Source: an optimization exercise on an open RTL-to-GDS flow (aim: small area, a short achievable clock period and few clock cycles). Production flows keep margins and buffers that such runs may drop.
No functional check of the RTL was part of any run shown here.
No activity file was given, so power comes from the tool's default toggle rates.

## config.mk

```make
export PLATFORM = sky130hd
export DESIGN_NAME = sliding_window_event_assigner_core
export DESIGN_NICKNAME = sliding_window_event_assigner_core
export VERILOG_FILES = /design/flow/design.v
export SDC_FILE = /design/flow/constraint.sdc
export NUM_CORES = 4
export LEC_CHECK = 0
export CAP_MARGIN = 20
export CORE_MARGIN = 2
export CORE_UTILIZATION = 40
export SLEW_MARGIN = 20
```

## constraint.sdc

```tcl
create_clock -name core_clock -period 10.0 [get_ports {clk}]
set_input_delay 2.0000 -clock core_clock [delete_from_list [all_inputs] [get_ports {clk}]]
set_output_delay 2.0000 -clock core_clock [all_outputs]
set_load 0.01 [all_outputs]
```

## design.v

```verilog
`timescale 1ns / 1ps
package swea_pkg;
	localparam int TIME_W = 31;
	localparam int REF_W = 32;
	localparam int TAG_W = 31;
	localparam int RANK_CNT_W = 9;
	localparam int RANK_W = 8;
	localparam int MAX_WINDOWS_PER_EVENT = 32;
	localparam int ADDR_W = 4;
	localparam int DATA_W = 32;
	localparam logic [1:0] REG_SLIDE = 2'd0;
	localparam logic [1:0] REG_RANGE = 2'd1;
	localparam logic [1:0] REG_RANKS = 2'd2;
endpackage
`timescale 1ns / 1ps
module swea_div (
	input  logic [30:0] rem,      
	input  logic [1:0]  bits,     
	input  logic [30:0] d,        
	input  logic [32:0] d3,       
	output logic [30:0] rem_nxt,
	output logic [1:0]  digit
);
	logic [32:0] r4;
	logic [33:0] s1;
	logic [33:0] s2;
	logic [33:0] s3;
	always_comb begin
		r4 = {rem, bits};
		s1 = {1'b0, r4} - {3'b0, d};
		s2 = {1'b0, r4} - {2'b0, d, 1'b0};
		s3 = {1'b0, r4} - {1'b0, d3};
		if (!s3[33]) begin
			digit = 2'd3;
			rem_nxt = s3[30:0];
		end else if (!s2[33]) begin
			digit = 2'd2;
			rem_nxt = s2[30:0];
		end else if (!s1[33]) begin
			digit = 2'd1;
			rem_nxt = s1[30:0];
		end else begin
			digit = 2'd0;
			rem_nxt = r4[30:0];
		end
	end
endmodule
`timescale 1ns / 1ps
module sliding_window_event_assigner_core (
	input  logic                              clk,
	input  logic                              arst_n,
	input  logic                              evt_valid,
	output logic                              evt_ready,
	input  logic [swea_pkg::TIME_W-1:0]       evt_stamp,
	input  logic [swea_pkg::REF_W-1:0]        evt_ref,
	input  logic [swea_pkg::TAG_W-1:0]        evt_tag,
	input  logic                              evt_eom,
	output logic                              res_valid,
	input  logic                              res_ready,
	output logic                              res_kind,
	output logic [swea_pkg::TIME_W-1:0]       res_window_id,
	output logic [swea_pkg::RANK_W-1:0]       res_rank,
	output logic [swea_pkg::REF_W-1:0]        res_ref,
	output logic [swea_pkg::TAG_W-1:0]        res_tag,
	output logic [swea_pkg::TIME_W-1:0]       res_span_low,
	output logic [swea_pkg::TIME_W-1:0]       res_span_high,
	output logic                              res_last,
	input  logic                              psel,
	input  logic                              penable,
	input  logic                              pwrite,
	input  logic [swea_pkg::ADDR_W-1:0]       paddr,
	input  logic [swea_pkg::DATA_W-1:0]       pwdata,
	output logic [swea_pkg::DATA_W-1:0]       prdata,
	output logic                              pready
);
	localparam int TW = swea_pkg::TIME_W;
	localparam logic [2:0] S_IDLE  = 3'd0;  
	localparam logic [2:0] S_STEP  = 3'd1;  
	localparam logic [2:0] S_FIN   = 3'd2;  
	localparam logic [2:0] S_DONE  = 3'd3;  
	localparam logic [2:0] S_CBEG  = 3'd4;  
	localparam logic [2:0] S_CLOAD = 3'd5;  
	localparam logic [2:0] S_CCNT  = 3'd6;  
	localparam logic [2:0] S_CMOD  = 3'd7;  
	logic [TW-1:0] slide_q;
	logic [TW-1:0] range_q;
	logic [swea_pkg::RANK_CNT_W-1:0] rank_cnt_q;
	logic [32:0] d3_q;    
	logic szero_q;        
	logic d1_q;           
	logic rzero_q;        
	logic r1_q;           
	logic czero_q;        
	logic [4:0] cm1_q;    
	logic [4:0] cm1mod_q; 
	logic cmod_q;         
	logic [1:0] cmdig_q;
	logic [2:0] st_q;
	logic idle_q;         
	logic cfg_q;          
	logic [3:0] cnt_q;
	logic [30:0] rem_q;
	logic [30:0] qr_q;    
	logic [7:0] m_q;      
	logic valid_q;
	logic kind_q;
	logic last_q;
	logic first_q;
	logic pend_q;         
	logic eom_q;
	logic [4:0] left_q;   
	logic [TW-1:0] w_q;
	logic [7:0] rank_q;
	logic [swea_pkg::REF_W-1:0] ref_q;
	logic [swea_pkg::TAG_W-1:0] tag_q;
	logic [TW-1:0] low_q;
	logic [TW-1:0] high_q;
	logic [TW-1:0] slo_q;     
	logic [TW-1:0] shi_q;
	logic evt_ready_q;
	logic pready_q;
	logic [swea_pkg::DATA_W-1:0] prdata_q;
	logic [TW-1:0] d;
	logic [8:0] r;
	logic [TW-1:0] dividend;
	logic [30:0] step_rem;
	logic [1:0] step_digit;
	logic [1:0] tdig;
	logic [9:0] tx;
	logic [10:0] t1;
	logic [10:0] t2;
	logic [10:0] t3;
	logic [7:0] m_nxt;
	logic cfg_wr;
	logic accept;
	logic start;
	logic take;
	logic last_win;
	logic load;
	logic [TW:0] old_diff;
	logic clip;
	logic [TW-1:0] oldest;
	logic [4:0] left0;
	logic [9:0] radj;
	logic [7:0] rank0;
	logic [8:0] rank_inc;
	logic [7:0] rank_nxt;
	logic valid_nxt;
	logic pend_nxt;
	logic [2:0] st_nxt;
	logic [4:0] cm1_nxt;
	logic to_sum;
	logic [TW-1:0] low_nxt;
	logic [TW-1:0] high_nxt;
	logic emit_en;
	logic [33:0] d3_calc;
	assign d = {slide_q[TW-1:1], slide_q[0] | szero_q};
	assign r = rank_cnt_q[8] ? 9'd256 : rank_cnt_q;
	assign dividend = cfg_q ? range_q : evt_stamp;
	swea_div u_div (
		.rem     (rem_q),
		.bits    (qr_q[30:29]),
		.d       (d),
		.d3      (d3_q),
		.rem_nxt (step_rem),
		.digit   (step_digit)
	);
	always_comb begin
		tdig = cmod_q ? cmdig_q : qr_q[1:0];
		tx = {m_q, tdig};
		t1 = {1'b0, tx} - {2'b0, r};
		t2 = {1'b0, tx} - {1'b0, r, 1'b0};
		t3 = {1'b0, tx} - {2'b0, r} - {1'b0, r, 1'b0};
		if (!t3[10]) m_nxt = t3[7:0];
		else if (!t2[10]) m_nxt = t2[7:0];
		else if (!t1[10]) m_nxt = t1[7:0];
		else m_nxt = tx[7:0];
	end
	always_comb begin
		old_diff = {1'b0, qr_q} - {27'b0, cm1_q};
		clip = old_diff[TW];
		oldest = clip ? '0 : old_diff[TW-1:0];
		left0 = clip ? qr_q[4:0] : cm1_q;
		radj = {2'b0, m_q} - {5'b0, cm1mod_q};
		if (radj[9]) radj = radj + {1'b0, r};
		rank0 = (clip || rzero_q) ? 8'd0 : radj[7:0];
	end
	always_comb begin
		cfg_wr = psel && penable && pready_q && pwrite;
		accept = evt_valid && evt_ready_q;
		start = (st_q == S_DONE) && (accept || pend_q);
		take = valid_q && res_ready;
		load = idle_q && evt_valid;
		last_win = left_q == 5'd0;
		rank_inc = {1'b0, rank_q} + 9'd1;
		rank_nxt = (rzero_q || (rank_inc == r)) ? 8'd0 : rank_inc[7:0];
		d3_calc = {3'b0, d} + {2'b0, d, 1'b0};
		cm1_nxt = (qr_q[30:5] != '0) ? 5'd31 : (qr_q[4:0] - 5'd1);
		to_sum = valid_q ? (res_ready && !kind_q && last_win && eom_q)
			: (accept && czero_q && evt_eom);
		emit_en = take || accept || start;
	end
	always_comb begin
		low_nxt = low_q;
		high_nxt = high_q;
		if (first_q) begin
			if (w_q < low_q) low_nxt = w_q;
			if (qr_q > high_q) high_nxt = qr_q;
		end
	end
	always_comb begin
		st_nxt = st_q;
		case (st_q)
			S_IDLE: if (load) st_nxt = S_STEP;
			S_STEP: if (cnt_q == 4'd0) st_nxt = cfg_q ? S_CCNT : S_FIN;
			S_FIN: st_nxt = S_DONE;
			S_DONE: if (start) st_nxt = S_IDLE;
			S_CBEG: st_nxt = S_CLOAD;
			S_CLOAD: st_nxt = S_STEP;
			S_CCNT: st_nxt = S_CMOD;
			S_CMOD: if (cnt_q[1:0] == 2'd0) st_nxt = S_IDLE;
			default: st_nxt = S_IDLE;
		endcase
		if (cfg_wr && (paddr[3:2] != 2'd3)) st_nxt = S_CBEG;
	end
	always_comb begin
		if (valid_q) begin
			valid_nxt = !(res_ready && (kind_q || (last_win && !eom_q)));
		end else begin
			valid_nxt = start || (accept && czero_q && evt_eom);
		end
		pend_nxt = pend_q;
		if (start) begin
			pend_nxt = 1'b0;
		end else if (accept && !czero_q) begin
			pend_nxt = 1'b1;
		end
		if (cfg_wr) pend_nxt = 1'b0;
	end
	always_ff @(posedge clk or negedge arst_n) begin
		if (!arst_n) begin
			st_q <= S_CBEG;
			idle_q <= 1'b0;
			pend_q <= 1'b0;
			valid_q <= 1'b0;
			evt_ready_q <= 1'b0;
			pready_q <= 1'b0;
			first_q <= 1'b0;
			slide_q <= TW'(1);
			range_q <= TW'(1);
			rank_cnt_q <= 9'd1;
			low_q <= '1;
			high_q <= '0;
			slo_q <= '0;
			shi_q <= '0;
		end else begin
			if (to_sum || (take && kind_q)) begin
				slo_q <= to_sum ? low_nxt : '0;
				shi_q <= to_sum ? high_nxt : '0;
			end
			st_q <= st_nxt;
			idle_q <= (st_nxt == S_IDLE) && !czero_q;
			valid_q <= valid_nxt;
			pend_q <= pend_nxt;
			evt_ready_q <= !valid_nxt && !pend_nxt
				&& ((st_nxt == S_IDLE) || (!czero_q && (st_nxt == S_DONE)));
			pready_q <= psel && penable && !pready_q;
			first_q <= start;
			if (cfg_wr) begin
				case (paddr[3:2])
					swea_pkg::REG_SLIDE: slide_q <= pwdata[TW-1:0];
					swea_pkg::REG_RANGE: range_q <= pwdata[TW-1:0];
					swea_pkg::REG_RANKS: rank_cnt_q <= pwdata[swea_pkg::RANK_CNT_W-1:0];
					default: begin
					end
				endcase
			end
			if (take && kind_q) begin
				low_q <= '1;
				high_q <= '0;
			end else begin
				low_q <= low_nxt;
				high_q <= high_nxt;
			end
		end
	end
	always_ff @(posedge clk) begin
		if (st_q == S_CBEG) begin
			szero_q <= slide_q == '0;
			d1_q <= slide_q[TW-1:1] == '0;
			rzero_q <= r == 9'd0;
			r1_q <= r == 9'd1;
		end
		if (st_q == S_CLOAD) d3_q <= d3_calc[32:0];
		cmod_q <= st_nxt == S_CMOD;
		case ((st_q == S_CCNT) ? 2'd3 : cnt_q[1:0])
			2'd3: cmdig_q <= {1'b0, cm1_nxt[4]};
			2'd2: cmdig_q <= cm1_q[3:2];
			default: cmdig_q <= cm1_q[1:0];
		endcase
		if (st_q == S_CCNT) begin
			czero_q <= qr_q == '0;
			cm1_q <= cm1_nxt;
		end
		if (st_q == S_CMOD && cnt_q[1:0] == 2'd0) begin
			cm1mod_q <= m_nxt[4:0];
		end
		if (st_q == S_CBEG) cfg_q <= 1'b1;
		if (st_q == S_CMOD && cnt_q[1:0] == 2'd0) cfg_q <= 1'b0;
		if (load || st_q == S_CLOAD) begin
			rem_q <= {30'b0, dividend[TW-1] & !d1_q};
			qr_q <= {dividend[TW-2:0], dividend[TW-1] & d1_q};
			m_q <= {7'b0, dividend[TW-1] & d1_q & !r1_q};
			cnt_q <= 4'd14;
		end else if (st_q == S_STEP) begin
			rem_q <= step_rem;
			qr_q <= {qr_q[28:0], step_digit};
			if (cnt_q != 4'd14) m_q <= m_nxt;
			cnt_q <= cnt_q - 4'd1;
		end else if (st_q == S_FIN) begin
			m_q <= m_nxt;
		end else if (st_q == S_CCNT) begin
			m_q <= 8'd0;
			cnt_q <= 4'd2;
		end else if (st_q == S_CMOD) begin
			m_q <= m_nxt;
			cnt_q <= cnt_q - 4'd1;
		end
		if (accept) begin
			eom_q <= evt_eom;
			tag_q <= evt_tag;
		end
		if (accept || (take && last_win)) begin
			ref_q <= (valid_q || czero_q) ? '0 : evt_ref;
		end
		if (emit_en) begin
			if (valid_q) begin
				kind_q <= kind_q || (last_win && eom_q);
				last_q <= last_win || ((left_q == 5'd1) && !eom_q);
				w_q <= last_win ? '0 : w_q + TW'(1);
				rank_q <= last_win ? 8'd0 : rank_nxt;
				left_q <= left_q - 5'd1;
			end else begin
				kind_q <= czero_q;
				last_q <= czero_q || ((left0 == 5'd0) && !(pend_q ? eom_q : evt_eom));
				w_q <= czero_q ? '0 : oldest;
				rank_q <= czero_q ? 8'd0 : rank0;
				left_q <= left0;
			end
		end
		case (paddr[3:2])
			swea_pkg::REG_SLIDE: prdata_q <= {1'b0, slide_q};
			swea_pkg::REG_RANGE: prdata_q <= {1'b0, range_q};
			swea_pkg::REG_RANKS: prdata_q <= {23'b0, rank_cnt_q};
			default: prdata_q <= '0;
		endcase
	end
	assign prdata = prdata_q;
	assign pready = pready_q;
	assign evt_ready = evt_ready_q;
	assign res_valid = valid_q;
	assign res_kind = kind_q;
	assign res_window_id = w_q;
	assign res_rank = rank_q;
	assign res_ref = ref_q;
	assign res_tag = tag_q;
	assign res_span_low = slo_q;
	assign res_span_high = shi_q;
	assign res_last = last_q;
endmodule
```

## flow/run.sh

```bash
#!/bin/bash
set -euo pipefail
cd "$(dirname "$0")/.."
bash standard.sh SETUP_SLACK_MARGIN=6.5 "BUFFER_PORTS_ARGS=-buffer_cell sky130_fd_sc_hd__buf_1" finish > flow_standard.log 2>&1
```

## standard.sh

```bash
#!/bin/bash
# synth_recipe.tcl (not shown) runs the flow's synth.tcl, then flattens the netlist and writes it again
# the make line also repeats each setting of config.mk as NAME=value (left out here)
make -C /OpenROAD-flow-scripts/flow DESIGN_CONFIG=/design/flow/config.mk WORK_HOME=/design/flow/orfs CLKGATE_MAP_FILE= SYNTH_SCRIPT=/design/flow/synth_recipe.tcl "${@:-finish}"
```

==> flow_summary.toml, run 1 <==
[outcome]
status = "timing/DRC/antenna clean"

[sta]
grt_setup_unrepaired = "true"
final.period_utilization_pct = 40.4
relSlewSlack_pct = 30.0
period_minus_slack_ns = 4.04
tns_ns = 0
max_freq_ghz = 0.248
skew_ns = 0.0221
worst_pin_slew_ns = 1.05
setup_viol_count_final = 0
hold_viol_final = 0
fin_ws_ns = 5.96
whs_ns = 0.455
drv_slew = 0

[yosys]
synthFlopType = "edfxtp_1"
ys_warn_count = 2
synthesis.instances = 3102
synth-seq-cells = 471
yosysTopAreaCell = "edfxtp_1"
async_flop_share_pct = 43.3
ys_top_cells_by_area = "edfxtp_1 19%, dfrtp_1 14%, ha_1 11%, a21oi_1 5.4%, dfxtp_1 5.1%"
synth_top_area_share_pct = 19.1
ys_types = 101
avgSynthCellArea_um2 = 9.67
synth-edff-count = 191
synth_nets = 3521
syn_area_um2 = 30000
ys_seq_area_share_pct = 41.4

[floorplanning]
die_h_um = 278
core-area_um2 = 74300
placementRows = 100
start_util_pct = 40.4
die_area_um2 = 77200
die_width_um = 278
io_pins = 339

[route]
drc = 0
viasPerCell = 5.49
drt-wirelength-per-cell_um = 20.5
drtIter0Drc = 1880
drt_wl_total_um = 92400
postRouteAntennaNets = 0
dr.pass1.iters = 5
num_vias = 24800

[placed_design]
io_buffers = 334
hpwlAfterDp_um = 67800
pre_cts_ws_ns = 4.66
place_congestion = 0.936

[worst_setup_path]
worst-path-buf-inv = 0
worstPathRequired_ns = 10.49
crit_chain = "mux2i_4 -> ha_4 -> fa_2 -> nand3b_1 -> a21boi_2 -> o21ai_1 -> nand2b_1 -> a21o_1 -> a21oi_2 -> xnor2_1 -> ha_1 -> nand2_2 -> o41ai_4 -> a21o_1 -> nor2b_1 -> mux2i_2 -> mux2i_2 -> o2bb2ai_1"
crit_path_max_incr_delay_ns = 0.40
cp-end-kind = "flip-flop"
worstPathArrival_ns = 4.53
cp_slowest_cell = "fa_2"
crit_path_max_fanout = 3
crit_family = "compound AO/OA/AOI/OAI gates"
crit_type = "flip-flop to flip-flop"
worstSetupStartpointType = "flip-flop"

[finish]
final_common_cell = "buf_1"
layout_common_cells = "330 x buf_1, 305 x a21oi_1, 252 x ha_1"
syn_to_final_growth_pct = 19.5
fin_nets = 3916
drive_gt1_share_pct = 13.1
num-fill-cells = 7126

[clocking]
root_buffer = "clkbuf_16"
holdBufCountCts = 0
clk_pin_slew_ns = 0.06
clock_path_buffers = 3
clk-insertion-delay-late_ns = 0.63
cts_sinks = 471
cts_made_buffers = 56
cts_tree = "yes"
cts-htree-levels = 2

[global_route]
grt_pass1_vias = 23500
grt_max_degree = 97
antenna_found_initial = 5
grt_usage_pct = 22.9
grt_overflow = 0
grt_pass1_wl_um = 138000

[flow_run]
maxCapViolations = 0

[power_and_ir_drop]
p_total_w = 0.0122
powerDensity_nw_per_um2 = 342
irDropWorstVdd_mv = 0.163
leakagePower_nw = 15.1

[worst_hold_path]
hp-class = "flip-flop to flip-flop"
-- power by group --
| part | leakage [nW] | switching, W | total (W) | internal, W |
|---|---|---|---|---|
| combinational | 9.16 | 0.00381 | 0.00666 | 0.00285 |
| clock | 0.950 | 0.000871 | 0.00211 | 0.00124 |
| sequential | 4.96 | 0.000707 | 0.00348 | 0.00277 |
| total | 15.1 | 0.00539 | 0.0122 | 0.00686 |
-- layer usage --
metal / GRT usage, % / part of all wire, %
met4: 6.83 / 2.5
met5: 0 / 0.062
met1: 32.5 / 46
met2: 35.0 / 45
met3: 4.77 / 6.7
-- flip-flops by register name, summed over array words and instances, names as in the netlist, 2 cells and up --
register	count
cm1_q	5
cm1mod_q	5
cmdig_q	2
cnt_q	4
d3_q	33
high_q	31
left_q	5
low_q	31
m_q	8
prdata_q	31
qr_q	31
range_q	31
rank_cnt_q	9
rank_q	8
ref_q	32
rem_q	31
shi_q	31
slide_q	31
slo_q	31
st_q	3
tag_q	31
w_q	31
-- cells in the mapped netlist, types with 6 or more instances --
cell type / count
buf_2: 23
a31oi_1: 20
nand2b_1: 31
edfxtp_1: 191
dfrtp_1: 169
inv_1: 203
a22oi_1: 9
a211oi_1: 15
o21ai_1: 25
dfstp_2: 35
nor2b_1: 33
xnor2_1: 115
a211o_1: 9
and2_1: 39
and3_1: 25
a21oi_1: 322
o22ai_1: 41
nand4_1: 43
nor2_1: 190
o211ai_1: 16
or3_1: 8
nor3_1: 50
dfxtp_1: 76
clkbuf_1: 83
nand3_1: 49
xor2_1: 88
a21o_1: 82
mux2_2: 43
a311oi_1: 6
nand2_1: 258
nor4_1: 19
o21ai_0: 175
o21bai_1: 16
o21a_1: 29
fa_1: 10
nor3b_1: 6
a221o_1: 6
mux2i_1: 150
ha_1: 271
-- logic make-up after synthesis --
logic type / after synthesis / share of synthesized area [%]
xor+xnor: 203 / 5.93
flops: 471 / 41.4
simple gates: 781 / 12.3
mux: 196 / 6.75
other cells: 1 / 0.0125
compound gates: 850 / 17.4
buf+inv: 319 / 4.23
fa+ha+maj: 281 / 12.0
-- repair_timing --
item                                    4_1_cts  5_1_grt
endpoints found under the setup margin      269      176
setup buffers                                40       45
pin swaps                                    18       41
gates resized for setup                      59      127
cloned                                        6        2
-- worst paths after layout --
check                      slack (ns)          end      from  depth (start not counted)
max                              5.96       m_q[0]    cmod_q                         18
min                              0.46     pready_q  pready_q                          1
max reg2reg                      5.96       m_q[0]    cmod_q                         18
min reg2reg                      0.46     pready_q  pready_q                          1
max in group asynchronous        6.79  slide_q[16]    arst_n                          3
min in group asynchronous        1.27   high_q[18]    arst_n                          1
-- final cells by class --
| type | count | area [um2] | area share, % |
|---|---|---|---|
| timing repair buffer | 446 | 2210 | 6.16 |
| inverter | 204 | 792 | 2.21 |
| timing repair inverter | 2 | 15.0 | 0.0419 |
| antenna | 1 | 2.50 | 0.00698 |
| clock buffer | 87 | 1720 | 4.80 |
| multi-input combinational | 2316 | 17200 | 48.1 |
| tap | 969 | 1210 | 3.38 |
| sequential | 471 | 12400 | 34.7 |
| clock inverter | 19 | 211 | 0.590 |
-- per-stage QoR --
step	std cells	utilization, %	instance area [um2]
CTS	4467	47.0	34900
global placement	4315	43.6	32400
floorplan	3102	-	30200
finish	4515	48.2	35800
global route	4514	48.2	35800
detailed placement	4315	43.6	32400
==> inputs of run 2 (changes only) <==
--- a/design.v
+++ b/design.v
@@ -90,2 +90,3 @@
 	logic d1_q;           
+	logic [2:0] skip_q;   
 	logic rzero_q;        
@@ -95,4 +96,3 @@
 	logic [4:0] cm1mod_q; 
-	logic cmod_q;         
-	logic [1:0] cmdig_q;
+	logic [9:0] r3_q;     
 	logic [2:0] st_q;
@@ -101,2 +101,3 @@
 	logic [3:0] cnt_q;
+	logic fs_q;           
 	logic [30:0] rem_q;
@@ -156,2 +157,3 @@
 	logic [33:0] d3_calc;
+	logic [61:0] ld;
 	assign d = {slide_q[TW-1:1], slide_q[0] | szero_q};
@@ -159,2 +161,3 @@
 	assign dividend = cfg_q ? range_q : evt_stamp;
+	assign ld = {31'b0, dividend} << {skip_q, 1'b1};
 	swea_div u_div (
@@ -168,3 +171,3 @@
 	always_comb begin
-		tdig = cmod_q ? cmdig_q : qr_q[1:0];
+		tdig = qr_q[1:0];
 		tx = {m_q, tdig};
@@ -172,3 +175,3 @@
 		t2 = {1'b0, tx} - {1'b0, r, 1'b0};
-		t3 = {1'b0, tx} - {2'b0, r} - {1'b0, r, 1'b0};
+		t3 = {1'b0, tx} - {1'b0, r3_q};
 		if (!t3[10]) m_nxt = t3[7:0];
@@ -290,12 +293,13 @@
 			d1_q <= slide_q[TW-1:1] == '0;
+			if (slide_q[TW-1:11] != '0) skip_q <= 3'd5;
+			else if (slide_q[10:9] != '0) skip_q <= 3'd4;
+			else if (slide_q[8:7] != '0) skip_q <= 3'd3;
+			else if (slide_q[6:5] != '0) skip_q <= 3'd2;
+			else if (slide_q[4:3] != '0) skip_q <= 3'd1;
+			else skip_q <= 3'd0;
 			rzero_q <= r == 9'd0;
 			r1_q <= r == 9'd1;
+			r3_q <= {1'b0, r} + {r, 1'b0};
 		end
 		if (st_q == S_CLOAD) d3_q <= d3_calc[32:0];
-		cmod_q <= st_nxt == S_CMOD;
-		case ((st_q == S_CCNT) ? 2'd3 : cnt_q[1:0])
-			2'd3: cmdig_q <= {1'b0, cm1_nxt[4]};
-			2'd2: cmdig_q <= cm1_q[3:2];
-			default: cmdig_q <= cm1_q[1:0];
-		endcase
 		if (st_q == S_CCNT) begin
@@ -310,6 +314,7 @@
 		if (load || st_q == S_CLOAD) begin
-			rem_q <= {30'b0, dividend[TW-1] & !d1_q};
-			qr_q <= {dividend[TW-2:0], dividend[TW-1] & d1_q};
+			rem_q <= d1_q ? 31'b0 : ld[61:31];
+			qr_q <= {ld[30:1], dividend[TW-1] & d1_q};
 			m_q <= {7'b0, dividend[TW-1] & d1_q & !r1_q};
-			cnt_q <= 4'd14;
+			cnt_q <= 4'd14 - {1'b0, skip_q};
+			fs_q <= 1'b1;
 		end else if (st_q == S_STEP) begin
@@ -317,4 +322,5 @@
 			qr_q <= {qr_q[28:0], step_digit};
-			if (cnt_q != 4'd14) m_q <= m_nxt;
+			if (!fs_q) m_q <= m_nxt;
 			cnt_q <= cnt_q - 4'd1;
+			fs_q <= 1'b0;
 		end else if (st_q == S_FIN) begin
@@ -322,2 +328,3 @@
 		end else if (st_q == S_CCNT) begin
+			qr_q[1:0] <= {1'b0, cm1_nxt[4]};
 			m_q <= 8'd0;
@@ -325,2 +332,3 @@
 		end else if (st_q == S_CMOD) begin
+			qr_q[1:0] <= (cnt_q[1:0] == 2'd2) ? cm1_q[3:2] : cm1_q[1:0];
 			m_q <= m_nxt;
==> flow_summary.toml, run 2 <==
[global_route]
antenna_found_initial = 0
grt_usage_pct = 23.5
grt_overflow = 0
grt_max_degree = 98
grt_pass1_wl_um = 152000
grt_pass1_vias = 25800

[finish]
drive_gt1_share_pct = 13.4
largest_reg_flops = 33
largest_registers = "d3_q: 33 flops, ref_q: 32 flops"
syn_to_final_growth_pct = 17.9
fin_nets = 4108
fin_area_um2 = 38100
layout_common_cells = "332 x buf_1, 279 x a21oi_1, 269 x ha_1"
regMostFlops = "d3_q"
final_common_cell = "buf_1"

[floorplanning]
start_util_pct = 40.3
die_width_um = 288
placementRows = 104
io_pins = 339
die_area_um2 = 83200
die_h_um = 288
core-area_um2 = 80300

[sta]
drv_slew = 0
tns_ns = 0
max_freq_ghz = 0.283
hold_viol_final = 0
setup_viol_count_final = 0
skew_ns = 0.0303
grt_setup_unrepaired = "true"
worst_pin_slew_ns = 1.00
period_minus_slack_ns = 3.53
relSlewSlack_pct = 33.2
final.period_utilization_pct = 35.3

[yosys]
synthFlopType = "edfxtp_1"
ys_warn_count = 2
async_flop_share_pct = 42.3
ys_top_cells_by_area = "edfxtp_1 22%, dfrtp_1 13%, ha_1 11%, a21oi_1 4.5%, mux2i_1 3.3%"
synth.most_common_cell = "a21oi_1"
yosysTopAreaCell = "edfxtp_1"
ys_types = 90
synth_nets = 3758
synthesis.instances = 3325
synth_commonest_cells = "294 x a21oi_1, 284 x ha_1, 242 x nor2_1"
synth-seq-cells = 482
syn_area_um2 = 32400
synth_top_area_share_pct = 22.1
avgSynthCellArea_um2 = 9.73
ys_seq_area_share_pct = 40.5
synth-edff-count = 238

[placed_design]
place_congestion = 0.931
hpwlAfterDp_um = 74400
place_area_um2 = 34700
io_buffers = 334

[clocking]
cts_sinks = 482
clk-insertion-delay-late_ns = 0.65
clock_path_buffers = 3
holdBufCountCts = 0
cts_tree = "yes"
root_buffer = "clkbuf_16"
cts_made_buffers = 58
cts-htree-levels = 2
clk_pin_slew_ns = 0.06

[worst_setup_path]
cp_slowest_cell = "edfxtp_1"
crit_path_max_incr_delay_ns = 0.43
r2r_end = "rank_q[7]"
crit_chain = "inv_2 -> ha_4 -> inv_2 -> fa_2 -> a21o_1 -> a21oi_2 -> buf_4 -> xnor2_2 -> ha_1 -> a2111oi_4 -> nor3_2 -> nor3_2 -> mux2i_1 -> o21a_1 -> o22ai_1"
regToRegStartpoint = "m_q[0]"
worst-path-buf-inv = 3
worstSetupStartpointType = "flip-flop"
worstPathArrival_ns = 3.88
reg2reg_slack_ns = 6.47
worstPathRequired_ns = 10.36
crit_path_max_fanout = 3
r2r_cells = 15
cp-end-kind = "flip-flop"
crit_type = "flip-flop to flip-flop"
crit_family = "compound AO/OA/AOI/OAI gates"

[power_and_ir_drop]
p_comb_share_pct = 52.5
leakagePower_nw = 16.1
powerDensity_nw_per_um2 = 327
clkPwrFrac_pct = 18.2
irDropWorstVdd_mv = 0.160
switching_share_pct = 43.5
seq_power_share_pct = 29.3
p_sw_w = 0.00542
p_int_w = 0.00704

[worst_hold_path]
min_to = "pready_q"
hold_start = "pready_q"
whs_path_depth = 1
hp-class = "flip-flop to flip-flop"

[route]
drc = 0
drtIter0Drc = 2081
postRouteAntennaNets = 0
drt-wirelength-per-cell_um = 21.1
drt_wl_total_um = 101000
num_vias = 27100
dr.pass1.iters = 5
viasPerCell = 5.67

[flow_run]
maxCapViolations = 0

[outcome]
status = "timing/DRC/antenna clean"
run 2: timing repair:
item | 4_1_cts | 5_1_grt
cloned | 4 | 2
setup endpoints to repair | 195 | 156
resized for setup | 90 | 90
pin swaps | 18 | 30
buffers inserted | 35 | 31
run 2: worst max path at each step:
stage          startpoint           to  slack [ns]  cells past startpoint
3_3_place_gp    evt_valid     slo_q[6]        4.85                      8
6_report           m_q[0]    rank_q[7]        6.47                     15
4_1_cts        slide_q[0]    rem_q[23]        6.46                     13
5_1_grt            m_q[0]    rank_q[7]        6.36                     17
3_5_place_dp    evt_valid     slo_q[8]        4.73                      8
2_1_floorplan   evt_valid  evt_ready_q        6.26                      8
run 2: kinds of logic after synthesis:
| logic type | Yosys count | share of synthesized area [%] |
|---|---|---|
| AND/OR/NAND/NOR | 876 | 13.1 |
| AO/OA/AOI/OAI | 898 | 17.2 |
| other | 1 | 0.0116 |
| XOR/XNOR | 207 | 5.60 |
| adder cells (fa/ha/maj) | 295 | 11.7 |
| multiplexers | 199 | 7.52 |
| flip-flops | 482 | 40.5 |
| buffers and inverters | 367 | 4.39 |
run 2: layout make-up:
class | instances | area (um2)
fillers | 7671 | 42100
multi-input cells | 2478 | 18600
flip-flops and latches | 482 | 13100
repair buffers | 432 | 2130
clock buffers | 85 | 1880
well taps | 1060 | 1330
inverters | 222 | 856
clock inverters | 25 | 208
repair inverters | 1 | 7.51
diodes | 1 | 2.50
run 2: worst reg2reg max path, cell delays in order (launching register included):
cell       delay, ns
edfxtp_1        0.43
inv_2           0.12
ha_4            0.14
inv_2           0.04
fa_2            0.38
a21o_1          0.20
a21oi_2         0.17
buf_4           0.14
xnor2_2         0.08
ha_1            0.38
a2111oi_4       0.42
nor3_2          0.10
nor3_2          0.18
mux2i_1         0.21
o21a_1          0.18
o22ai_1         0.08
run 2: metal layers:
| metal | share of wire (%) | routed length (um) | track usage [%] |
|---|---|---|---|
| met5 | 0 | 0 | 0 |
| met2 | 44 | 44800 | 36.2 |
| met1 | 45 | 45600 | 33.9 |
| met3 | 6.8 | 6820 | 3.10 |
| met4 | 3.6 | 3600 | 7.91 |
run 2: metrics by stage:
step / hold WS, ns / util, % / worst slack, ns / std cells / power [W]
5_1_grt: 0.487 / 47.5 / 6.36 / 4785 / 0.0133
6_report: 0.453 / 47.5 / 6.47 / 4786 / 0.0125
2_1_floorplan: 0.459 / - / 6.26 / 3325 / 0.00780
3_5_place_dp: 0.441 / 43.2 / 4.73 / 4603 / 0.00953
4_1_cts: 0.449 / 46.7 / 6.46 / 4752 / 0.0122
3_3_place_gp: 0.435 / 43.2 / 4.85 / 4603 / 0.00945
run 2: power groups by stage:
stage / clock network, W / logic [W] / registers (W)
finish: 0.00227 / 0.00654 / 0.00364
global placement: 0 / 0.00577 / 0.00368
global route: 0.00238 / 0.00722 / 0.00371
floorplan: 0 / 0.00435 / 0.00345
detailed placement: 0 / 0.00585 / 0.00368
CTS: 0.00231 / 0.00622 / 0.00363
==> inputs of run 3 (changes only) <==
--- a/design.v
+++ b/design.v
@@ -96,2 +96,3 @@
 	logic [4:0] cm1mod_q; 
+	logic [8:0] rmc_q;    
 	logic [9:0] r3_q;     
@@ -144,3 +145,5 @@
 	logic [4:0] left0;
-	logic [9:0] radj;
+	logic [7:0] mq;
+	logic [8:0] rsub;
+	logic [8:0] radd;
 	logic [7:0] rank0;
@@ -186,5 +189,6 @@
 		left0 = clip ? qr_q[4:0] : cm1_q;
-		radj = {2'b0, m_q} - {5'b0, cm1mod_q};
-		if (radj[9]) radj = radj + {1'b0, r};
-		rank0 = (clip || rzero_q) ? 8'd0 : radj[7:0];
+		mq = (st_q == S_FIN) ? m_nxt : m_q;
+		rsub = {1'b0, mq} - {4'b0, cm1mod_q};
+		radd = {1'b0, mq} + rmc_q;
+		rank0 = (clip || rzero_q) ? 8'd0 : (rsub[8] ? radd[7:0] : rsub[7:0]);
 	end
@@ -193,3 +197,3 @@
 		accept = evt_valid && evt_ready_q;
-		start = (st_q == S_DONE) && (accept || pend_q);
+		start = ((st_q == S_FIN) || (st_q == S_DONE)) && (accept || pend_q);
 		take = valid_q && res_ready;
@@ -218,3 +222,3 @@
 			S_STEP: if (cnt_q == 4'd0) st_nxt = cfg_q ? S_CCNT : S_FIN;
-			S_FIN: st_nxt = S_DONE;
+			S_FIN: st_nxt = start ? S_IDLE : S_DONE;
 			S_DONE: if (start) st_nxt = S_IDLE;
@@ -268,3 +272,3 @@
 			evt_ready_q <= !valid_nxt && !pend_nxt
-				&& ((st_nxt == S_IDLE) || (!czero_q && (st_nxt == S_DONE)));
+				&& ((st_nxt == S_IDLE) || (!czero_q && ((st_nxt == S_DONE) || (st_nxt == S_FIN))));
 			pready_q <= psel && penable && !pready_q;
@@ -290,2 +294,3 @@
 	always_ff @(posedge clk) begin
+		rmc_q <= r - {4'b0, cm1mod_q};
 		if (st_q == S_CBEG) begin
==> flow_summary.toml, run 3 <==
[yosys]
synth_top_area_share_pct = 20.8
ys_types = 97
synthFlopType = "edfxtp_1"
synth.most_common_cell = "nor2_1"
synth_nets = 4072
async_flop_share_pct = 41.6
ys_top_cells_by_area = "edfxtp_1 21%, dfrtp_1 12%, ha_1 11%, a21oi_1 3.4%, nor2_1 3.3%"
ys_seq_area_share_pct = 38.5
synth_commonest_cells = "301 x nor2_1, 292 x ha_1, 257 x nand2_1"
synthesis.instances = 3630
ys_warn_count = 2
synth-seq-cells = 490
avgSynthCellArea_um2 = 9.49
synth-edff-count = 238
yosysTopAreaCell = "edfxtp_1"
syn_area_um2 = 34400

[sta]
setup_viol_count_final = 0
grt_setup_unrepaired = "true"
tns_ns = 0
worst_pin_slew_ns = 1.05
hold_viol_final = 0
period_minus_slack_ns = 4.59
drv_slew = 0
relSlewSlack_pct = 29.9
skew_ns = 0.0382
final.period_utilization_pct = 45.9
max_freq_ghz = 0.218

[floorplanning]
io_pins = 339
die_width_um = 297
start_util_pct = 40.4
die_area_um2 = 88500
core-area_um2 = 85300
placementRows = 107
die_h_um = 297

[global_route]
grt_max_degree = 82
grt_pass1_wl_um = 177000
antenna_found_initial = 3
grt_pass1_vias = 28900
grt_overflow = 0
grt_usage_pct = 25.5

[worst_setup_path]
crit_path_max_incr_delay_ns = 0.56
cp-end-kind = "flip-flop"
crit_type = "flip-flop to flip-flop"
worstPathRequired_ns = 10.40
regToRegStartpoint = "rank_cnt_q[0]"
crit_path_max_fanout = 5
cp_slowest_cell = "dfstp_2"
worstPathArrival_ns = 4.99
crit_chain = "nor2b_4 -> ha_4 -> fa_2 -> nor2b_2 -> o31a_1 -> o31ai_4 -> nand2_4 -> nor2_1 -> a21oi_1 -> a211oi_2 -> a21oi_2 -> mux2_4 -> ha_1 -> a21o_1 -> a21oi_2 -> o21ai_2 -> o41ai_2 -> xor2_1 -> nor2_1 -> a21oi_1 -> o21bai_1 -> a32o_1"
worstSetupStartpointType = "flip-flop"
critPathLaunch = "rank_cnt_q[0]"

[route]
dr.pass1.iters = 5
postRouteAntennaNets = 0
drt-wirelength-per-cell_um = 22.5
drc = 0
drt_wl_total_um = 117000
num_vias = 30300
viasPerCell = 5.82
drtIter0Drc = 2567

[clocking]
clk-insertion-delay-late_ns = 0.66
root_buffer = "clkbuf_16"
clock_path_buffers = 3
cts-htree-levels = 2
cts_tree = "yes"
clk_pin_slew_ns = 0.07
cts_made_buffers = 58
cts_sinks = 490

[finish]
fin_nets = 4454
seq_area_um2 = 13300
syn_to_final_growth_pct = 20.0
largest_reg_flops = 33
num-fill-cells = 8131
layout_common_cells = "332 x buf_1, 287 x nor2_1, 267 x ha_1"
final_common_cell = "buf_1"
drive_gt1_share_pct = 15.9
multiInputGateArea_um2 = 20900
fin_area_um2 = 41300
largest_registers = "d3_q: 33 flops, ref_q: 32 flops"
utilization_pct = 48.5
regMostFlops = "d3_q"
fin_cells = 5207

[placed_design]
hpwlAfterDp_um = 83700
dp.cells = 4968
place_congestion = 0.924
io_buffers = 334
place_area_um2 = 37200

[power_and_ir_drop]
p_total_w = 0.0137
powerDensity_nw_per_um2 = 333
leakagePower_nw = 16.8
irDropWorstVdd_mv = 0.201

[worst_hold_path]
hp-class = "flip-flop to flip-flop"
hold_start = "fs_q"

[flow_run]
maxCapViolations = 0

[outcome]
status = "timing/DRC/antenna clean"
## run 3: cell types whose count changed after synthesis, sizes merged, moves of 27 or more
cell,change
o2111ai,+33
nand4,+33
and2,+27
a21oi,-61
nor2,+61
clkbuf,+28
a311o,+30
a32oi,+32
nand2,+49
## run 3: layout make-up
cell class	count	share of cell area, %
inverter	227	2.13
antenna	1	0.00605
multi-input combinational	2741	50.7
clock inverter	36	0.981
timing repair buffer	493	6.57
clock buffer	74	4.04
tap	1144	3.46
timing repair inverter	1	0.0182
sequential	490	32.1
## run 3: metal layers
layer	track usage, %	up-vias	wire, um
li1	-	14200	-
met1	36.2	14700	52400
met2	39.9	1244	52400
met3	4.47	184	9220
met4	6.60	2	3340
met5	0	-	9
## run 3: what timing repair did
action,4_1_cts,5_1_grt
hold buffers,0,0
cloned,10,3
gates resized for setup,146,73
setup endpoints to repair,202,185
endpoints found under the hold margin,0,0
setup buffers,84,31
pin swaps,63,36
## run 3: power by group
group	switching, W	internal (W)
Clock	0.000963	0.00132
Combinational	0.00442	0.00316
Sequential	0.000852	0.00302
## run 3: worst paths after layout
kind | depth (start not counted) | to | slack, ns
setup reg to reg | 22 | rank_q[7] | 5.41
setup / recovery | 22 | rank_q[7] | 5.41
min in group asynchronous | 1 | shi_q[25] | 1.28
max in group asynchronous | 3 | slide_q[21] | 6.90
hold reg to reg | 2 | fs_q | 0.46
hold / removal | 2 | fs_q | 0.46
## run 3: critical path, delay by kind of cell, from the launching register on
family	cells	cell delay, ns
fa+ha+maj	3	0.65
simple gates	5	0.53
xor+xnor	1	0.17
flops	1	0.56
mux	1	0.30
compound gates	12	2.10
## run 3: kinds of logic (layout without fill, tap and decap cells)
family / after synthesis / count (layout) / synth area share [%]
other: 1 / 2 / 0.0109
AO/OA/AOI/OAI: 973 / 975 / 18.8
multiplexers: 198 / 198 / 7.03
AND/OR/NAND/NOR: 1072 / 1076 / 15.1
flip-flops: 490 / 490 / 38.5
buffers and inverters: 405 / 831 / 4.51
XOR/XNOR: 187 / 187 / 4.76
adder cells (fa/ha/maj): 304 / 304 / 11.3
## run 3: stage by stage
step | hold slack, ns | worst slack (ns)
after floorplan | 0.433 | 5.54
after global placement | 0.444 | 4.67
after detailed placement | 0.451 | 4.58
after CTS | 0.461 | 5.48
after global routing | 0.480 | 5.24
final | 0.461 | 5.41
==> inputs of run 4 (changes only) <==
--- a/design.v
+++ b/design.v
@@ -97,3 +97,4 @@
 	logic [8:0] rmc_q;    
-	logic [9:0] r3_q;     
+	logic cmod_q;         
+	logic [1:0] cmdig_q;
 	logic [2:0] st_q;
@@ -174,3 +175,3 @@
 	always_comb begin
-		tdig = qr_q[1:0];
+		tdig = cmod_q ? cmdig_q : qr_q[1:0];
 		tx = {m_q, tdig};
@@ -178,3 +179,3 @@
 		t2 = {1'b0, tx} - {1'b0, r, 1'b0};
-		t3 = {1'b0, tx} - {1'b0, r3_q};
+		t3 = {1'b0, tx} - {2'b0, r} - {1'b0, r, 1'b0};
 		if (!t3[10]) m_nxt = t3[7:0];
@@ -294,3 +295,2 @@
 	always_ff @(posedge clk) begin
-		rmc_q <= r - {4'b0, cm1mod_q};
 		if (st_q == S_CBEG) begin
@@ -306,5 +306,10 @@
 			r1_q <= r == 9'd1;
-			r3_q <= {1'b0, r} + {r, 1'b0};
 		end
 		if (st_q == S_CLOAD) d3_q <= d3_calc[32:0];
+		cmod_q <= st_nxt == S_CMOD;
+		case ((st_q == S_CCNT) ? 2'd3 : cnt_q[1:0])
+			2'd3: cmdig_q <= {1'b0, cm1_nxt[4]};
+			2'd2: cmdig_q <= cm1_q[3:2];
+			default: cmdig_q <= cm1_q[1:0];
+		endcase
 		if (st_q == S_CCNT) begin
@@ -315,2 +320,3 @@
 			cm1mod_q <= m_nxt[4:0];
+			rmc_q <= r - {4'b0, m_nxt[4:0]};
 		end
@@ -333,3 +339,2 @@
 		end else if (st_q == S_CCNT) begin
-			qr_q[1:0] <= {1'b0, cm1_nxt[4]};
 			m_q <= 8'd0;
@@ -337,3 +342,2 @@
 		end else if (st_q == S_CMOD) begin
-			qr_q[1:0] <= (cnt_q[1:0] == 2'd2) ? cm1_q[3:2] : cm1_q[1:0];
 			m_q <= m_nxt;
==> flow_summary.toml, run 4 <==
[outcome]
status = "timing/DRC/antenna clean"

[yosys]
async_flop_share_pct = 42.2
ys_types = 96
ys_warn_count = 2
synthFlopType = "edfxtp_1"
synthAdderAreaFrac_pct = 11.2
synth_top_family_by_area = "compound AO/OA/AOI/OAI gates"
synth-seq-cells = 483
synth_top_area_share_pct = 21.6
synth-simple-area-share_pct = 14.1
synth_compound_area_share_pct = 17.9
synth-xor-area-share_pct = 5.26
synth-edff-count = 236
avgSynthCellArea_um2 = 9.77
synth_nets = 3782
ys_top_cells_by_area = "edfxtp_1 22%, dfrtp_1 13%, ha_1 11%, mux2i_1 3.3%, o21ai_0 3.2%"
synth_commonest_cells = "277 x ha_1, 262 x nand2_1, 254 x nor2_1"
syn_area_um2 = 32800
synthesis.instances = 3356
ys_seq_area_share_pct = 40.0
muxShareOfSynthArea_pct = 7.36
synth.most_common_cell = "ha_1"
yosysTopAreaCell = "edfxtp_1"

[sta]
final.period_utilization_pct = 56.6
relSlewSlack_pct = 35.8
period_minus_slack_ns = 5.66
skew_ns = 0.0360
hold_viol_final = 0
drv_slew = 0
setup_viol_count_final = 0
grt_setup_unrepaired = "true"
max_freq_ghz = 0.177
whs_ns = 0.446
worst_pin_slew_ns = 0.936
tns_ns = 0

[global_route]
grt_use_met2_pct = 41.2
grt_usage_pct = 24.5
grt.busiest_layer = "met2"
grt_overflow = 0
grt_max_degree = 105
grt_pass1_wl_um = 163000
grt_pass1_vias = 27100
antenna_found_initial = 8
use_met3_pct = 3.54
met1_usage_pct = 32.1

[clocking]
cts-htree-levels = 2
cts_made_buffers = 59
clk-insertion-delay-late_ns = 0.65
root_buffer = "clkbuf_16"
clk_pin_slew_ns = 0.06
clock_path_buffers = 3
cts_sinks = 483
holdBufCountCts = 0
cts_tree = "yes"

[placed_design]
place_congestion = 0.920
place_area_um2 = 35300
io_buffers = 334
hpwlAfterDp_um = 76300

[worst_setup_path]
cp_common_cell = "nand2b_1"
crit_path_max_incr_delay_ns = 0.43
cp-end-kind = "flip-flop"
worstSetupStartpointType = "flip-flop"
worstPathRequired_ns = 10.39
crit_type = "flip-flop to flip-flop"
cp_slowest_cell = "dfrtp_2"
worstPathArrival_ns = 6.05
crit_path_max_fanout = 6

[floorplanning]
io_pins = 339
placementRows = 104
start_util_pct = 40.6
die_width_um = 290
die_area_um2 = 84300
core-area_um2 = 80800
die_h_um = 290

[finish]
drive_gt1_share_pct = 17.4
fin_area_um2 = 40100
syn_to_final_growth_pct = 22.2
layout_common_cells = "329 x buf_1, 256 x ha_1, 249 x nor2_1"
largest_registers = "d3_q: 33 flops, ref_q: 32 flops"
fin_nets = 4205
largest_reg_flops = 33
final_common_cell = "buf_1"
regMostFlops = "d3_q"

[route]
drc = 0
viasPerCell = 5.70
drtIter0Drc = 1927
dr.pass1.iters = 5
drt_wl_total_um = 107000
num_vias = 27900
drt-wirelength-per-cell_um = 21.8
postRouteAntennaNets = 0

[power_and_ir_drop]
powerDensity_nw_per_um2 = 373
irDropWorstVdd_mv = 0.238
leakagePower_nw = 16.8
p_total_w = 0.0149

[flow_run]
maxCapViolations = 0

[worst_hold_path]
hp-class = "flip-flop to flip-flop"
-- run 4: changes by cell type in the layout (fill, tap and decap cells not counted), moves of 25 or more --
cell / previous run / this run
buf_6: 11 / 36
o21ai_1: 16 / 56
o21ai_0: 196 / 142
nand3_1: 121 / 57
nor2_1: 287 / 249
a21oi_1: 214 / 178
-- run 4: cells by family (layout without fill, tap and decap cells) --
| group | after synthesis | count (layout) |
|---|---|---|
| flip-flops | 483 | 483 |
| other | 1 | 3 |
| XOR/XNOR | 197 | 197 |
| buffers and inverters | 359 | 832 |
| multiplexers | 198 | 198 |
| adder cells (fa/ha/maj) | 288 | 288 |
| AND/OR/NAND/NOR | 944 | 945 |
| AO/OA/AOI/OAI | 886 | 886 |
-- run 4: cell type report --
class,instances,area (um2)
repair buffers,505,2930
diodes,2,5.00
fillers,7438,40700
flip-flops and latches,483,13100
repair inverters,1,5.00
clock inverters,21,233
well taps,1060,1330
inverters,214,831
clock buffers,91,1860
multi-input cells,2515,19800
-- run 4: critical path, delay by kind of cell (launching register included) --
| kind | cells | cell delay (ns) |
|---|---|---|
| flops | 1 | 0.43 |
| fa+ha+maj | 4 | 0.97 |
| xor+xnor | 2 | 0.21 |
| compound gates | 7 | 1.08 |
| mux | 1 | 0.28 |
| buf+inv | 4 | 0.42 |
| simple gates | 14 | 2.01 |
-- run 4: worst paths after layout --
path,start,to,slack [ns],depth (start not counted)
hold / removal,pready_q,pready_q,0.45,1
setup reg to reg,rank_cnt_q[8],rank_q[6],4.34,32
min in group asynchronous,arst_n,slo_q[28],1.32,1
max in group asynchronous,arst_n,slide_q[11],7.00,3
setup / recovery,rank_cnt_q[8],rank_q[6],4.34,32
hold reg to reg,pready_q,pready_q,0.45,1
-- run 4: routing by layer --
metal / wire length [um] / up-vias
li1: - / 13200
met1: 45900 / 13600
met2: 50700 / 893
met3: 6260 / 188
met4: 4010 / 2
met5: 13 / -
-- run 4: per-stage QoR --
step	cells	utilization, %	worst slack [ns]
finish	4892	49.6	4.34
global route	4891	49.6	4.05
CTS	4852	48.6	4.40
detailed placement	4636	43.7	3.46
global placement	4636	43.7	3.54
floorplan	3356	-	4.67
-- run 4: repair_timing --
| item | in CTS | in global routing |
|---|---|---|
| gates cloned | 7 | 2 |
| endpoints found under the hold margin | 0 | 0 |
| setup endpoints to repair | 248 | 236 |
| pin swaps | 98 | 73 |
| setup buffers | 97 | 36 |
| gates resized for setup | 233 | 124 |
-- run 4: report_power, final --
| group | internal, W | switching [W] | total, W |
|---|---|---|---|
| Clock | 0.00136 | 0.000913 | 0.00228 |
| Combinational | 0.00407 | 0.00486 | 0.00894 |
| Sequential | 0.00298 | 0.000734 | 0.00372 |
| Total | 0.00842 | 0.00651 | 0.0149 |
==> inputs of run 5 (changes only) <==
--- a/design.v
+++ b/design.v
@@ -93,2 +93,3 @@
 	logic r1_q;           
+	logic [8:0] r_q;      
 	logic czero_q;        
@@ -96,7 +97,6 @@
 	logic [4:0] cm1mod_q; 
-	logic [8:0] rmc_q;    
-	logic cmod_q;         
-	logic [1:0] cmdig_q;
+	logic [9:0] r3_q;     
 	logic [2:0] st_q;
 	logic idle_q;         
+	logic wr_q;           
 	logic cfg_q;          
@@ -127,2 +127,3 @@
 	logic [8:0] r;
+	logic [8:0] r_c;
 	logic [TW-1:0] dividend;
@@ -146,5 +147,3 @@
 	logic [4:0] left0;
-	logic [7:0] mq;
-	logic [8:0] rsub;
-	logic [8:0] radd;
+	logic [9:0] radj;
 	logic [7:0] rank0;
@@ -163,3 +162,4 @@
 	assign d = {slide_q[TW-1:1], slide_q[0] | szero_q};
-	assign r = rank_cnt_q[8] ? 9'd256 : rank_cnt_q;
+	assign r_c = rank_cnt_q[8] ? 9'd256 : rank_cnt_q;
+	assign r = r_q;
 	assign dividend = cfg_q ? range_q : evt_stamp;
@@ -175,3 +175,3 @@
 	always_comb begin
-		tdig = cmod_q ? cmdig_q : qr_q[1:0];
+		tdig = qr_q[1:0];
 		tx = {m_q, tdig};
@@ -179,3 +179,3 @@
 		t2 = {1'b0, tx} - {1'b0, r, 1'b0};
-		t3 = {1'b0, tx} - {2'b0, r} - {1'b0, r, 1'b0};
+		t3 = {1'b0, tx} - {1'b0, r3_q};
 		if (!t3[10]) m_nxt = t3[7:0];
@@ -190,6 +190,5 @@
 		left0 = clip ? qr_q[4:0] : cm1_q;
-		mq = (st_q == S_FIN) ? m_nxt : m_q;
-		rsub = {1'b0, mq} - {4'b0, cm1mod_q};
-		radd = {1'b0, mq} + rmc_q;
-		rank0 = (clip || rzero_q) ? 8'd0 : (rsub[8] ? radd[7:0] : rsub[7:0]);
+		radj = {2'b0, m_q} - {5'b0, cm1mod_q};
+		if (radj[9]) radj = radj + {1'b0, r};
+		rank0 = (clip || rzero_q) ? 8'd0 : radj[7:0];
 	end
@@ -198,3 +197,3 @@
 		accept = evt_valid && evt_ready_q;
-		start = ((st_q == S_FIN) || (st_q == S_DONE)) && (accept || pend_q);
+		start = (st_q == S_DONE) && (accept || pend_q);
 		take = valid_q && res_ready;
@@ -223,3 +222,3 @@
 			S_STEP: if (cnt_q == 4'd0) st_nxt = cfg_q ? S_CCNT : S_FIN;
-			S_FIN: st_nxt = start ? S_IDLE : S_DONE;
+			S_FIN: st_nxt = S_DONE;
 			S_DONE: if (start) st_nxt = S_IDLE;
@@ -231,3 +230,3 @@
 		endcase
-		if (cfg_wr && (paddr[3:2] != 2'd3)) st_nxt = S_CBEG;
+		if (wr_q) st_nxt = S_CBEG;
 	end
@@ -245,3 +244,3 @@
 		end
-		if (cfg_wr) pend_nxt = 1'b0;
+		if (wr_q) pend_nxt = 1'b0;
 	end
@@ -251,2 +250,3 @@
 			idle_q <= 1'b0;
+			wr_q <= 1'b0;
 			pend_q <= 1'b0;
@@ -270,6 +270,7 @@
 			idle_q <= (st_nxt == S_IDLE) && !czero_q;
+			wr_q <= cfg_wr && (paddr[3:2] != 2'd3);
 			valid_q <= valid_nxt;
 			pend_q <= pend_nxt;
-			evt_ready_q <= !valid_nxt && !pend_nxt
-				&& ((st_nxt == S_IDLE) || (!czero_q && ((st_nxt == S_DONE) || (st_nxt == S_FIN))));
+			evt_ready_q <= !(psel && pwrite) && !wr_q && !valid_nxt && !pend_nxt
+				&& ((st_nxt == S_IDLE) || (!czero_q && (st_nxt == S_DONE)));
 			pready_q <= psel && penable && !pready_q;
@@ -304,12 +305,8 @@
 			else skip_q <= 3'd0;
-			rzero_q <= r == 9'd0;
-			r1_q <= r == 9'd1;
+			r_q <= r_c;
+			rzero_q <= r_c == 9'd0;
+			r1_q <= r_c == 9'd1;
+			r3_q <= {1'b0, r_c} + {r_c, 1'b0};
 		end
 		if (st_q == S_CLOAD) d3_q <= d3_calc[32:0];
-		cmod_q <= st_nxt == S_CMOD;
-		case ((st_q == S_CCNT) ? 2'd3 : cnt_q[1:0])
-			2'd3: cmdig_q <= {1'b0, cm1_nxt[4]};
-			2'd2: cmdig_q <= cm1_q[3:2];
-			default: cmdig_q <= cm1_q[1:0];
-		endcase
 		if (st_q == S_CCNT) begin
@@ -320,3 +317,2 @@
 			cm1mod_q <= m_nxt[4:0];
-			rmc_q <= r - {4'b0, m_nxt[4:0]};
 		end
@@ -324,3 +320,3 @@
 		if (st_q == S_CMOD && cnt_q[1:0] == 2'd0) cfg_q <= 1'b0;
-		if (load || st_q == S_CLOAD) begin
+		if (idle_q || st_q == S_CLOAD) begin
 			rem_q <= d1_q ? 31'b0 : ld[61:31];
@@ -339,2 +335,3 @@
 		end else if (st_q == S_CCNT) begin
+			qr_q[1:0] <= {1'b0, cm1_nxt[4]};
 			m_q <= 8'd0;
@@ -342,2 +339,3 @@
 		end else if (st_q == S_CMOD) begin
+			qr_q[1:0] <= (cnt_q[1:0] == 2'd2) ? cm1_q[3:2] : cm1_q[1:0];
 			m_q <= m_nxt;
==> flow_summary.toml, run 5 <==
[finish]
layout_common_cells = "331 x buf_1, 310 x a21oi_1, 267 x ha_1"
largest_reg_flops = 33
num-fill-cells = 7707
syn_to_final_growth_pct = 17.8
regMostFlops = "d3_q"
drive_gt1_share_pct = 13.6
diodes = 0
utilization_pct = 47.4
final_common_cell = "buf_1"
fin_nets = 4034
largest_registers = "d3_q: 33 flops, ref_q: 32 flops"

[floorplanning]
die_width_um = 288
io_pins = 339
core-area_um2 = 80200
die_area_um2 = 82900
start_util_pct = 40.2
placementRows = 104
die_h_um = 288

[sta]
final.period_utilization_pct = 34.9
skew_ns = 0.0372
setup_viol_count_final = 0
worst_pin_slew_ns = 1.05
tns_ns = 0
fin_ws_ns = 6.51
max_freq_ghz = 0.286
relSlewSlack_pct = 29.7
hold_viol_final = 0
grt_setup_unrepaired = "true"
drv_slew = 0
period_minus_slack_ns = 3.49

[yosys]
synth_top_area_share_pct = 22.9
synth_nets = 3672
synth-edff-count = 246
ys_warn_count = 2
async_flop_share_pct = 41.8
synth-seq-cells = 491
synth_commonest_cells = "319 x a21oi_1, 283 x ha_1, 246 x edfxtp_1"
yosysTopAreaCell = "edfxtp_1"
syn_area_um2 = 32300
ys_seq_area_share_pct = 41.4
avgSynthCellArea_um2 = 9.95
synthFlopType = "edfxtp_1"
synthesis.instances = 3240
ys_types = 96
ys_top_cells_by_area = "edfxtp_1 23%, dfrtp_1 13%, ha_1 11%, a21oi_1 5.0%, mux2i_1 4.7%"
synth.most_common_cell = "a21oi_1"

[route]
drt_wl_total_um = 94900
num_vias = 25700
drt-wirelength-per-cell_um = 20.1
drc = 0
drtIter0Drc = 1831
dr.pass1.iters = 5
postRouteAntennaNets = 0
viasPerCell = 5.46

[flow_run]
maxCapViolations = 0

[global_route]
grt_overflow = 0
grt_usage_pct = 22.1
grt_pass1_vias = 24400
grt_max_degree = 115
grt_pass1_wl_um = 143000
antenna_found_initial = 2

[clocking]
clk_pin_slew_ns = 0.07
holdBufCountCts = 0
cts_sinks = 491
root_buffer = "clkbuf_16"
clk-insertion-delay-late_ns = 0.64
cts_tree = "yes"
clock_path_buffers = 3
cts-htree-levels = 2
cts_made_buffers = 57

[worst_setup_path]
crit_family = "simple AND/OR/NAND/NOR gates"
worstPathArrival_ns = 3.85
reg2reg_slack_ns = 6.51
r2r_cells = 15
cp-end-kind = "flip-flop"
crit_type = "flip-flop to flip-flop"
crit_chain = "or2_4 -> ha_2 -> fa_2 -> nand2b_4 -> a21oi_4 -> o21ai_2 -> a21oi_4 -> buf_4 -> a211oi_1 -> or3_4 -> buf_12 -> nand2_2 -> or3b_1 -> nand3_2 -> o21ai_2"
worst-path-buf-inv = 2
worstSetupStartpointType = "flip-flop"
crit_path_max_fanout = 28
crit_cells = 15
worstPathRequired_ns = 10.36
crit_path_max_incr_delay_ns = 0.37
regToRegStartpoint = "szero_q"
r2r_end = "qr_q[0]"
cp_slowest_cell = "or3_4"

[placed_design]
place_congestion = 0.944
hpwlAfterDp_um = 70700
io_buffers = 334
pre_cts_ws_ns = 5.05

[worst_hold_path]
hp-class = "flip-flop to flip-flop"
min_to = "fs_q"
whs_path_depth = 2
hold_start = "fs_q"

[power_and_ir_drop]
powerDensity_nw_per_um2 = 316
leakagePower_nw = 16.3
irDropWorstVdd_mv = 0.191

[outcome]
status = "timing/DRC/antenna clean"
## run 5: cell count changes in the layout (fill, tap and decap cells not counted), sizes merged, moves of 27 or more
cell,delta
o21ai,-48
nor2,-27
a21oi,+121
o311ai,-30
buf,-76
mux2i,+43
a32oi,-27
nand4,-35
a311o,-30
## run 5: routing by layer
layer,track usage [%],wire (um)
met4,4.87,1810
met3,3.64,6080
met1,31.7,44200
met5,0,2
met2,34.7,42800
## run 5: worst max path at each step
stage / startpoint / to / slack [ns]
6_report: szero_q / qr_q[0] / 6.51
5_1_grt: szero_q / qr_q[0] / 6.44
4_1_cts: slide_q[18] / qr_q[0] / 6.50
3_5_place_dp: evt_valid / shi_q[8] / 5.05
3_3_place_gp: evt_valid / slo_q[29] / 5.14
2_1_floorplan: evt_valid / evt_ready_q / 6.03
## run 5: through the flow
step | total power, W | hold WS (ns) | cell area [um2] | std cells
after global routing | 0.0129 | 0.511 | 38000 | 4711
after floorplan | 0.00759 | 0.436 | 32300 | 3240
after detailed placement | 0.00914 | 0.448 | 34600 | 4532
final | 0.0120 | 0.485 | 38000 | 4711
after CTS | 0.0117 | 0.484 | 37200 | 4668
after global placement | 0.00907 | 0.435 | 34600 | 4532
## run 5: what timing repair did
item                       4_1_cts  5_1_grt
setup endpoints to repair      317      160
setup buffers                   25       41
cloned                           3        2
pin swaps                       14       19
resized for setup               68      106
## run 5: final cells by class
cell class,instances,area (um2),area share (%)
timing repair inverter,1,5.00,0.0132
sequential,491,13400,35.2
multi-input combinational,2388,18200,47.8
inverter,232,890,2.34
timing repair buffer,431,2150,5.66
tap,1060,1330,3.49
clock buffer,78,1780,4.68
clock inverter,30,298,0.784
## run 5: cells by family (layout without fill, tap and decap cells)
family,Yosys count,count (layout),share of synthesized area (%)
adders and majority gates,294,294,11.7
buffers and inverters,362,772,4.37
DFF,491,491,41.4
and+or+nand+nor,799,799,12.0
AOI/OAI and AO/OA,836,837,15.8
xor gates and xnor gates,215,215,5.84
other,1,1,0.0116
muxes,242,242,8.85
## run 5: power by group
group          switching (W)  total (W)  internal [W]
Sequential          0.000610    0.00356       0.00295
Combinational        0.00354    0.00620       0.00266
Clock               0.000924    0.00226       0.00134
## run 5: worst reg2reg max path: cells and delay by family, from the launching register on
family | cells | cell delay [ns]
AOI/OAI and AO/OA | 5 | 0.57
adders and majority gates | 2 | 0.56
buffers and inverters | 2 | 0.32
DFF | 1 | 0.36
and+or+nand+nor | 6 | 1.39

-- what the ideal ports hide --
In the flow no input, the clock included, has a driving cell. The finished layouts below were timed again as built, in two steps. Step 1 sets driving cells, clkbuf_16 on the clock port and buf_2 on the other inputs (assumed; they add their load-dependent delay and slew). Step 2 times the ports against the registers' clock, not the clock port: input delays grow and output delays shrink by t, the midpoint of the rising clock arrivals with the driver on. Slacks: ideal / step 1 / step 2; pairs: ideal / step 1.
run	t (ns)	slack for setup (ns)	clock arrival spread, ns	worst data-port slew with drivers (ns)
run 1	0.693	5.962 / 5.962 / 5.703	0.026 / 0.026	0.18
run 2	0.700	6.472 / 6.472 / 5.974	0.035 / 0.034	0.09
run 3	0.714	5.412 / 5.412 / 5.412	0.039 / 0.039	0.25
run 4	0.702	4.339 / 4.339 / 4.339	0.041 / 0.041	0.13
run 5	0.691	6.508 / 6.508 / 5.902	0.048 / 0.048	0.08
After both steps setup and hold are still met in every run listed. For run 5, which loses most, drivers alone change the setup slack by 0.000 ns; drivers and shift together by -0.606 ns.
